Source: an optimization exercise on an open RTL-to-GDS flow (aim: small area, a short achievable clock period and few clock cycles). Production flows keep margins and buffers that such runs may drop.
Where RTL was checked, it was by simulation tests only, not by an equivalence proof against the original.
Power and IR drop assume default switching activity.

Design ml_ops_top, start of the top module:
module ml_ops_top (
  input  logic              clk_i,
  input  logic              rst_i,
  input  logic              ml_ops_enable_i,
  input  logic              loading_data_i,
  input  logic              relu_en_i,
  input  logic              dotp_en_i,
  input  logic              ex_ready_i,
  input  ml_ops_pkg::addr_t operand_a_addr_i,
  input  ml_ops_pkg::len_t  operand_b_size_i,
  input  ml_ops_pkg::word_t mem_rd_data_i,
  output ml_ops_pkg::word_t reg_wr_data_o,
  output ml_ops_pkg::word_t mem_wr_data_o,
  output ml_ops_pkg::addr_t mem_addr_o,
  output logic              mem_rd_en_o,
  output logic              mem_wr_en_o,
  output logic              reg_wr_en_o,
  output logic              ml_op_done_o,
  output logic              ml_ready_o
);
Size in the first run: roughly 2000 cells after synthesis, ~200 I/O pins, about 0.019 mm2 of cells after synthesis.
Settings: LEC_CHECK=0, CAP_MARGIN=20, CORE_MARGIN=2, CORE_UTILIZATION=40, SLEW_MARGIN=20; clock period 9.0 ns.
standard.sh (not shown) runs the stock make flow with config.mk's settings and CLKGATE_MAP_FILE= SYNTH_SCRIPT=/design/flow/synth_recipe.tcl, a recipe that flattens the netlist after the stock synthesis.
==> flow/flow/run.sh <==
#!/bin/bash
# The standard layout, with stronger port buffers and setup repair aimed
# below the clock period (same clock, same constraints).
export BUFFER_PORTS_ARGS="-buffer_cell sky130_fd_sc_hd__buf_4"
export SETUP_SLACK_MARGIN=5.8
export ABC_CLOCK_PERIOD_IN_PS=3000
bash standard.sh > standard_run.log 2>&1
Then changed:
==> flow/run.sh (new file) <==
#!/bin/bash
# synth_recipe.tcl (not shown) runs the flow's synth.tcl, then flattens the netlist and writes it again
# the make line also repeats each setting of config.mk as NAME=value (left out here)
make -C /OpenROAD-flow-scripts/flow DESIGN_CONFIG=/design/flow/config.mk WORK_HOME=/design/flow/orfs CLKGATE_MAP_FILE= SYNTH_SCRIPT=/design/flow/synth_recipe.tcl finish
- ABC_CLOCK_PERIOD_IN_PS: default -> 3000
- SETUP_SLACK_MARGIN: default -> 5
removed: flow/flow/run.sh
removed: flow/standard.sh
Effect:
- sequential power barely changes
- final area is lower by a little under a tenth
- total power grows slightly
- final cell count fell by a few percent
- setup slack got worse by 0.35 ns
- wire length falls by a little under a tenth
- register-to-register slack loses 0.35 ns
- global-route usage is lower by 1.5 points
- combinational power drops by a little under a tenth
No functional check of the RTL was part of any run of this note.


Another version of the RTL of ml_ops_top (not shown whole).
For scale: about 2,000 cells after synthesis, ~310 flip-flops.
Settings: LEC_CHECK=0, CAP_MARGIN=20, CORE_MARGIN=2, CORE_UTILIZATION=60, SLEW_MARGIN=20; clock period 9.0 ns.
==> flow/flow/run.sh <==
#!/bin/bash
# The standard layout, with stronger port buffers and setup repair aimed
# below the clock period (same clock, same constraints).
export BUFFER_PORTS_ARGS="-buffer_cell sky130_fd_sc_hd__buf_4"
export SETUP_SLACK_MARGIN=6.0
export ABC_CLOCK_PERIOD_IN_PS=3000
bash standard.sh > standard_run.log 2>&1
Testbench counts at the start, summed over its fixed seeds: cycles 43,054.
Then changed:
--- a/flow/config.mk
+++ b/flow/config.mk
@@ -10 +10,3 @@
-export CORE_UTILIZATION = 60
+export CORE_UTILIZATION = 70
+export CTS_CLUSTER_DIAMETER = 120
+export CTS_CLUSTER_SIZE = 24
Result:
- cell area falls by 2.8%
- critical path depth falls by 2
- wire length falls by 0.54%
- setup slack improved by 0.043 ns
Then changed:
--- a/flow/config.mk
+++ b/flow/config.mk
@@ -10 +10 @@
-export CORE_UTILIZATION = 70
+export CORE_UTILIZATION = 60
Wire length came out lower slightly.
Die area came out higher by about a fifth.
Register-to-register slack degrades by 0.03 ns.
Fmax came out lower slightly.
Worst hold slack improves by 0.0051 ns.
Clock-buffer cell count came out higher by 1.
Then changed:
==> flow/flow/run.sh (replaced) <==
#!/bin/bash
# The standard layout, with chosen port buffers and setup repair aimed
# below the clock period (same clock, same constraints).
export BUFFER_PORTS_ARGS="-buffer_cell sky130_fd_sc_hd__buf_1"
export PRE_RESIZE_TCL="$PWD/flow/pre_resize.tcl"
export SETUP_SLACK_MARGIN=6.0
export ABC_CLOCK_PERIOD_IN_PS=3000
bash standard.sh > standard_run.log 2>&1
==> flow/flow/pre_resize.tcl (new file) <==
# Ports were buffered with the smallest buffer; the output ports, which drive
# the outside load, get a stronger one. The input ports keep the small one.
set n 0
foreach inst [get_cells output*] {
  if { [get_property [get_lib_cells -of_objects $inst] name] == "sky130_fd_sc_hd__buf_1" } {
    replace_cell $inst sky130_fd_sc_hd__buf_4
    incr n
  }
}
puts "pre_resize: $n output port buffers set to sky130_fd_sc_hd__buf_4"
Effect: Hold slack is better by 0.0098 ns; die area does not change; via count went down by about 1%; flip-flop and latch count is unchanged; clock-buffer cell count falls by 1; setup slack gets worse by 0.083 ns; utilization falls by 0.96 points; fmax fell by about 2.7%.


Another version of the RTL of ml_ops_top (not shown whole).
Size: roughly 340 flip-flops, ~200 I/O pins, ~0.021 mm² of cells after synthesis.
export LEC_CHECK = 0
export CAP_MARGIN = 20
export CORE_MARGIN = 2
export CORE_UTILIZATION = 40
export SLEW_MARGIN = 20
create_clock -name core_clock -period 9.0 [get_ports {clk_i}]
==> flow/flow/run.sh <==
#!/bin/bash
# The standard layout, with stronger port buffers and setup repair aimed
# below the clock period (same clock, same constraints).
export BUFFER_PORTS_ARGS="-buffer_cell sky130_fd_sc_hd__buf_4"
export SETUP_SLACK_MARGIN=6.0
export ABC_CLOCK_PERIOD_IN_PS=3000
bash standard.sh > standard_run.log 2>&1
The first run produced a clean layout.
Testbench counts at the start, summed over its fixed seeds: cycles 45,209.
==> next run, changes <==
--- a/flow/config.mk
+++ b/flow/config.mk
@@ -10,2 +10,4 @@
 export CORE_UTILIZATION = 40
+export CTS_CLUSTER_DIAMETER = 150
+export CTS_CLUSTER_SIZE = 30
 export SLEW_MARGIN = 20
=>
- cell area goes down by a few percent
- synthesized area does not change
- die area does not change
- final cell count drops slightly
==> next run, changes <==
--- a/flow/config.mk
+++ b/flow/config.mk
@@ -9,5 +9,5 @@
 export CORE_MARGIN = 2
-export CORE_UTILIZATION = 40
-export CTS_CLUSTER_DIAMETER = 150
-export CTS_CLUSTER_SIZE = 30
+export CORE_UTILIZATION = 60
+export CTS_CLUSTER_DIAMETER = 120
+export CTS_CLUSTER_SIZE = 24
 export SLEW_MARGIN = 20
After rerunning:
- The changed run produced a clean layout
- count of clock-buffer cells in the layout grows by 5
- worst setup slack got worse by 0.014 ns
- clock skew hardly moves
- synthesized area does not change
- synthesized cell count does not change
- maximum frequency came out lower by 0.46%
- critical path depth climbs by 1
- wire length went down by 9.0%


v6:
ml_ops_top, a different RTL version from the one above (not shown whole).
Size in the first run: about 2200 cells after synthesis, ~340 flip-flops, ~200 I/O pins.
Settings: LEC_CHECK=0, CAP_MARGIN=20, CORE_MARGIN=2, CORE_UTILIZATION=60, CTS_CLUSTER_DIAMETER=120, CTS_CLUSTER_SIZE=24, SLEW_MARGIN=20; clock period 9.0 ns.
==> flow/flow/run.sh <==
#!/bin/bash
# The standard layout, with stronger port buffers and setup repair aimed
# below the clock period (same clock, same constraints).
export BUFFER_PORTS_ARGS="-buffer_cell sky130_fd_sc_hd__buf_4"
export SETUP_SLACK_MARGIN=6.15
export ABC_CLOCK_PERIOD_IN_PS=3000
bash standard.sh > standard_run.log 2>&1
Per the final summary, v6 finished and its layout is clean on timing, DRC and antenna.
Testbench counts of v6, summed over its fixed seeds: cycles 42,935.
What v7 does differently from v6 at the input level:
==> flow/flow/run.sh <==
#!/bin/bash
# The standard layout, with stronger port buffers and setup repair aimed
# below the clock period (same clock, same constraints).
export BUFFER_PORTS_ARGS="-buffer_cell sky130_fd_sc_hd__buf_2"
export SETUP_SLACK_MARGIN=6.0
export ABC_CLOCK_PERIOD_IN_PS=3000
bash standard.sh > standard_run.log 2>&1
-- flow/config.mk --
<<< v6, line 8
export CAP_MARGIN = 20
export CORE_MARGIN = 2
export CORE_UTILIZATION = 60
export CTS_CLUSTER_DIAMETER = 120
export CTS_CLUSTER_SIZE = 24
>>> v7, line 8
export CAP_MARGIN = 20
export CORE_MARGIN = 2
export CORE_UTILIZATION = 70
export CTS_CLUSTER_DIAMETER = 120
export CTS_CLUSTER_SIZE = 24
v7: no failed stages, no open violations at the end
In the flow results for v6 and v7, the power density relative to cell area is larger on v7.
Where count of vias placed by the detailed router is concerned, v6 is better than v7.
The clock sink count on v7 is in line with that on v6.
Going from v6 to v7, area taken by multi-input logic gates shrinks by 0.68%.
| first-pass GRT wire length | v7 vs v6 | 2.5 mm lower |
For clock-net power, v6 and v7 come out practically identical.
On final wirelength, the higher figure sits with v6, not v7.
sky130_fd_sc_hd__a311oi_2 as the slowest cell on the critical path was reported by v7, and sky130_fd_sc_hd__dfstp_2 by v6.
Area of all placed cells without fillers (v7 / v6): 0.926


ml_ops_top, a different RTL version from the one above (not shown whole).
Size: about 2,000 cells after synthesis, ~310 flip-flops, ~200 I/O pins, about 20,000 µm² of cells after synthesis.
clock: 9.0 ns
lec_check: 0
cap_margin: 20
core_margin: 2
core_utilization: 60
cts_cluster_diameter: 120
cts_cluster_size: 24
slew_margin: 20
==> flow/flow/run.sh <==
#!/bin/bash
# The standard layout, with chosen port buffers and setup repair aimed
# below the clock period (same clock, same constraints).
export BUFFER_PORTS_ARGS="-buffer_cell sky130_fd_sc_hd__buf_2"
export PRE_RESIZE_TCL="$PWD/flow/pre_resize.tcl"
export SETUP_SLACK_MARGIN=6.0
export ABC_CLOCK_PERIOD_IN_PS=3000
bash standard.sh > standard_run.log 2>&1
==> flow/flow/pre_resize.tcl <==
# Ports were buffered with a small buffer; the output ports, which drive
# the outside load, get a stronger one. The input ports keep the small one.
set n 0
foreach inst [get_cells output*] {
  if { [get_property [get_lib_cells -of_objects $inst] name] == "sky130_fd_sc_hd__buf_2" } {
    replace_cell $inst sky130_fd_sc_hd__buf_4
    incr n
  }
}
puts "pre_resize: $n output port buffers set to sky130_fd_sc_hd__buf_4"
Testbench counts at the start, summed over its fixed seeds: cycles 43,173.
Change:
==> flow/flow/run.sh (replaced) <==
#!/bin/bash
# The standard layout, with stronger port buffers and setup repair aimed
# below the clock period (same clock, same constraints).
export BUFFER_PORTS_ARGS="-buffer_cell sky130_fd_sc_hd__buf_4"
export SETUP_SLACK_MARGIN=6.0
export ABC_CLOCK_PERIOD_IN_PS=3000
bash standard.sh > standard_run.log 2>&1
CORE_UTILIZATION = 70   (was 60)
removed: flow/flow/pre_resize.tcl
Effect:
- design area went up by 0.32%
- worst setup slack improved by 12 ps
- total power is about the same
- first-iteration DRC count went up by 8.7%
- synthesized cell count does not change
- sequential power stays flat
- die area went down by 14%
- register-to-register slack is about the same
- clock skew went down by 9.0 ps
- critical path depth went down by 9


ml_ops_top with an RTL version that a note above also has.
For scale: roughly 2200 cells after synthesis, ~340 flip-flops, roughly 200 I/O pins.
export LEC_CHECK = 0
export CAP_MARGIN = 20
export CORE_MARGIN = 2
export CORE_UTILIZATION = 60
export CTS_CLUSTER_DIAMETER = 120
export CTS_CLUSTER_SIZE = 24
export SLEW_MARGIN = 20
create_clock -name core_clock -period 9.0 [get_ports {clk_i}]
==> flow/flow/run.sh <==
#!/bin/bash
# The standard layout, with stronger port buffers and setup repair aimed
# below the clock period (same clock, same constraints).
export BUFFER_PORTS_ARGS="-buffer_cell sky130_fd_sc_hd__buf_1"
export SETUP_SLACK_MARGIN=6.0
export ABC_CLOCK_PERIOD_IN_PS=3000
bash standard.sh > standard_run.log 2>&1
The first run ran to the end with no violations.
Testbench counts at the start, summed over its fixed seeds: cycles 42,935.
Change:
--- a/flow/flow/run.sh
+++ b/flow/flow/run.sh
@@ -3,3 +3,3 @@
 # below the clock period (same clock, same constraints).
-export BUFFER_PORTS_ARGS="-buffer_cell sky130_fd_sc_hd__buf_1"
+export BUFFER_PORTS_ARGS="-buffer_cell sky130_fd_sc_hd__buf_4"
 export SETUP_SLACK_MARGIN=6.0
Outcome: Count of clock-buffer cells in the layout is lower by 2; power grows by 2.1%; synthesized cell count stays the same; global-route usage decreases by 0.38 points; hold slack loses 0.018 ns; sequential power barely changes.

-- port drivers added, routing unchanged --
In the flow no input, the clock included, has a driving cell. The finished layouts below were timed again as built, in two steps.
Step 1 sets driving cells, clkbuf_16 on the clock port and buf_2 on the other inputs (assumed; they add their load-dependent delay and slew).
Step 2 moves the port delays by t, midway between the first and last clock arrival at a register: inputs arrive t later, outputs are due t later. That takes back most of the time a late clock gives input paths.
a / b / c = no drivers / after step 1 / after step 2; a / b = the first two.
| run | t, ns | setup WS [ns] | slew at the worst register clock pin (ns) | cell pins on the clock port's net |
|---|---|---|---|---|
| the first run of note 1 | 0.631 | 5.412 / 5.412 / 5.412 | 0.07 / 0.07 | 1 |
| the second run of note 1 | 0.626 | 5.066 / 5.066 / 5.053 | 0.06 / 0.06 | 1 |
| the first run of note 2 | 0.573 | 5.954 / 5.954 / 5.793 | 0.06 / 0.06 | 1 |
| the second run of note 2 | 0.564 | 5.997 / 5.981 / 5.799 | 0.10 / 0.10 | 1 |
| the third run of note 2 | 0.561 | 5.965 / 5.965 / 5.792 | 0.10 / 0.10 | 1 |
| the fourth run of note 2 | 0.574 | 5.882 / 5.882 / 5.803 | 0.10 / 0.10 | 1 |
| the first run of note 3 | 0.622 | 6.017 / 5.966 / 5.752 | 0.06 / 0.06 | 1 |
| the second run of note 3 | 0.584 | 6.013 / 5.964 / 5.786 | 0.12 / 0.12 | 1 |
| the third run of note 3 | 0.585 | 5.999 / 5.969 / 5.773 | 0.10 / 0.10 | 1 |
| v6 | 0.603 | 6.011 / 5.956 / 5.717 | 0.11 / 0.11 | 1 |
| v7 | 0.575 | 5.974 / 5.960 / 5.738 | 0.10 / 0.10 | 1 |
| the first run of note 5 | 0.575 | 6.015 / 5.987 / 5.602 | 0.10 / 0.10 | 1 |
| the second run of note 5 | 0.570 | 6.027 / 5.973 / 5.752 | 0.10 / 0.10 | 1 |
| the first run of note 6 | 0.578 | 5.949 / 5.949 / 5.684 | 0.10 / 0.10 | 1 |
| the second run of note 6 | 0.589 | 6.018 / 5.963 / 5.583 | 0.10 / 0.10 | 1 |
After both steps every run listed still meets setup and hold. For the second run of note 6, which loses most, drivers alone change the setup slack by -0.055 ns; drivers and shift together by -0.435 ns.
